This design comes from an exercise in tuning for small area on the open sky130 flow, not from production work. The RTL was checked by simulation tests, not by an equivalence proof against the original design. Power is estimated from default activity; no workload was simulated.

## link_ctrl_top
module link_ctrl_top (
  input  logic ipb_clk,
  input  logic rst,
  input  logic ipb_strobe,
  input  logic ipb_write,
  input  link_ctrl_pkg::ipb_addr_t ipb_addr,
  input  link_ctrl_pkg::ipb_data_t ipb_wdata,
  output link_ctrl_pkg::ipb_data_t ipb_rdata,
  output logic ipb_ack,
  output logic adcclk_dclk,
  output logic adcclk_ddat,
  output logic adcclk_dlen,
  output logic adcclk_goe,
  output logic adcclk_sync
);
For scale: ~2100 cells after synthesis, roughly 98 I/O pins, ~23000 um2 of cells after synthesis.
==> flow/config.mk <==
export PLATFORM = sky130hd
export DESIGN_NAME = link_ctrl_top
export DESIGN_NICKNAME = link_ctrl_top
export VERILOG_FILES = /design/flow/design.v
export SDC_FILE = /design/flow/constraint.sdc
export NUM_CORES = 4
export LEC_CHECK = 0
export CAP_MARGIN = 10
export CORE_MARGIN = 2
export CORE_UTILIZATION = 75
export PLACE_DENSITY = 0.8
export SLEW_MARGIN = 5
==> flow/constraint.sdc <==
create_clock -name core_clock -period 5.0 [get_ports {ipb_clk}]
set_input_delay 1.0000 -clock core_clock [delete_from_list [all_inputs] [get_ports {ipb_clk}]]
set_output_delay 1.0000 -clock core_clock [all_outputs]
set_load 0.01 [all_outputs]
standard.sh (not shown) runs the stock make flow with config.mk's settings and CLKGATE_MAP_FILE= SYNTH_SCRIPT=/design/flow/synth_recipe.tcl, a recipe that flattens the netlist after the stock synthesis.
==> flow/flow/run.sh <==
#!/bin/bash
# Own layout flow: the standard ORFS flow (standard.sh, unchanged
# synthesis) with a few ORFS variables set on the make command line:
#  - port buffers use a plain buf_1 instead of the default pick
#  - buffers left by abc are removed at floorplan; repair_design re-buffers
#  - larger clock sink clusters, and no dummy loads in the clock tree
# make's full output goes to flow_make.log here; ORFS's per-step logs stay
# under orfs/logs.
set -euo pipefail
bash standard.sh \
  "BUFFER_PORTS_ARGS=-buffer_cell sky130_fd_sc_hd__buf_1" \
  "REMOVE_ABC_BUFFERS=1" \
  "CTS_ARGS=-sink_clustering_enable -repair_clock_nets -sink_clustering_size 15 -sink_clustering_max_diameter 45 -dont_use_dummy_load -buf_list sky130_fd_sc_hd__clkbuf_8" \
  finish > flow_make.log 2>&1
The starting point produced a clean layout.
==> next run, changes <==
- CAP_MARGIN: 10 -> 0
- CORE_UTILIZATION: 75 -> 65
- PLACE_DENSITY: 0.8 -> unset
- SLEW_MARGIN: 5 -> 0
- The changed run went through all stages and came out clean
- total power climbs by 1.1%
- worst hold slack loses 11 ps
- routed wire length climbs by 3.4%
- clock-buffer cell count climbs by 2
- worst setup slack loses 220 ps
==> next run, changes <==
- GPL_TIMING_DRIVEN: unset -> 0
Outcome: This time the run produced a layout that fails on capacitance limit, slew limit; core utilization goes up by 1.3 points; final cell count shrinks by 0.97%; power goes up by about 0.5%; non-clock buffer count fell by 23; sequential power stays flat.
==> next run, changes <==
--- a/flow/flow/run.sh
+++ b/flow/flow/run.sh
@@ -4 +4 @@
-#  - port buffers use a plain buf_1 instead of the default pick
+#  - port buffers use a plain buf_2 instead of the default pick
@@ -11 +11 @@
-  "BUFFER_PORTS_ARGS=-buffer_cell sky130_fd_sc_hd__buf_1" \
+  "BUFFER_PORTS_ARGS=-buffer_cell sky130_fd_sc_hd__buf_2" \
@@ -13 +13 @@
-  "CTS_ARGS=-sink_clustering_enable -repair_clock_nets -sink_clustering_size 15 -sink_clustering_max_diameter 45 -dont_use_dummy_load -buf_list sky130_fd_sc_hd__clkbuf_8" \
+  "CTS_ARGS=-sink_clustering_enable -repair_clock_nets -sink_clustering_size 30 -sink_clustering_max_diameter 60 -dont_use_dummy_load" \
- CAP_MARGIN: 0 -> 20
- GPL_TIMING_DRIVEN: 0 -> unset
- SLEW_MARGIN: 0 -> 20
Outcome: The changed run produced a clean layout. Core utilization falls by 0.17 points. First-iteration DRC count fell by 0.35%. Clock-buffer cell count went down by 17. Power rises by 4.2%. Hold slack hardly moves. Wire length went up by 0.62%. Synthesized cell count does not change. Flip-flop and latch count stays the same.

========
Starting RTL as in the previous note.
Settings: LEC_CHECK=0, CAP_MARGIN=0, CORE_MARGIN=2, CORE_UTILIZATION=65, SLEW_MARGIN=0; clock period 5.0 ns.
==> flow/flow/run.sh <==
#!/bin/bash
# Own layout flow: the standard ORFS flow (standard.sh, unchanged
# synthesis) with a few ORFS variables set on the make command line:
#  - port buffers use a plain buf_1 instead of the default pick
#  - buffers left by abc are removed at floorplan; repair_design re-buffers
#  - larger clock sink clusters, and no dummy loads in the clock tree
# make's full output goes to flow_make.log here; ORFS's per-step logs stay
# under orfs/logs.
set -euo pipefail
bash standard.sh \
  "BUFFER_PORTS_ARGS=-buffer_cell sky130_fd_sc_hd__buf_1" \
  "REMOVE_ABC_BUFFERS=1" \
  "CTS_ARGS=-sink_clustering_enable -repair_clock_nets -sink_clustering_size 18 -sink_clustering_max_diameter 40 -dont_use_dummy_load -buf_list sky130_fd_sc_hd__clkbuf_8" \
  finish > flow_make.log 2>&1
Edit:
--- a/flow/flow/run.sh
+++ b/flow/flow/run.sh
@@ -11,4 +11,4 @@
   "BUFFER_PORTS_ARGS=-buffer_cell sky130_fd_sc_hd__buf_1" \
   "REMOVE_ABC_BUFFERS=1" \
-  "CTS_ARGS=-sink_clustering_enable -repair_clock_nets -sink_clustering_size 18 -sink_clustering_max_diameter 40 -dont_use_dummy_load -buf_list sky130_fd_sc_hd__clkbuf_8" \
+  "CTS_ARGS=-sink_clustering_enable -repair_clock_nets -sink_clustering_size 10 -sink_clustering_max_diameter 35 -dont_use_dummy_load -buf_list sky130_fd_sc_hd__clkbuf_4 -root_buf sky130_fd_sc_hd__clkbuf_16" \
   finish > flow_make.log 2>&1
After rerunning: Cell area drops by 0.56%; wire length is about the same; count of clock-buffer cells in the layout rose by 21; cell count rises by 0.80%; power is lower by 2.3%; combinational power stays flat.

what the ideal ports hide:
No port has a modelled driver above. Below, the same layouts with a new extraction and two added sets of constraints.
Step 1: set_driving_cell puts a clkbuf_16 on ipb_clk and a buf_2 on each other input, an assumption about the parent block.
Step 2 times the ports against the registers' clock, not the clock port: input delays grow and output delays shrink by t, the midpoint of the rising clock arrivals with the driver on.
Three values: no drivers, after step 1, after step 2; two values: the first two.
run | shift t [ns] | slack for setup (ns) | worst register clock-pin slew, ns | cell pins on the clock port's net
the first run of note 1 | 0.686 | 0.589 / 0.537 / 1.223 | 0.10 / 0.10 | 1
the second run of note 1 | 0.733 | 0.366 / 0.312 / 1.045 | 0.10 / 0.10 | 1
the third run of note 1 | 0.736 | 0.286 / 0.233 / 0.968 | 0.10 / 0.10 | 1
the fourth run of note 1 | 0.626 | 0.612 / 0.555 / 1.181 | 0.11 / 0.11 | 1
the first run of note 2 | 0.695 | 0.421 / 0.366 / 1.061 | 0.10 / 0.10 | 1
the second run of note 2 | 0.612 | 0.486 / 0.426 / 1.038 | 0.11 / 0.11 | 1
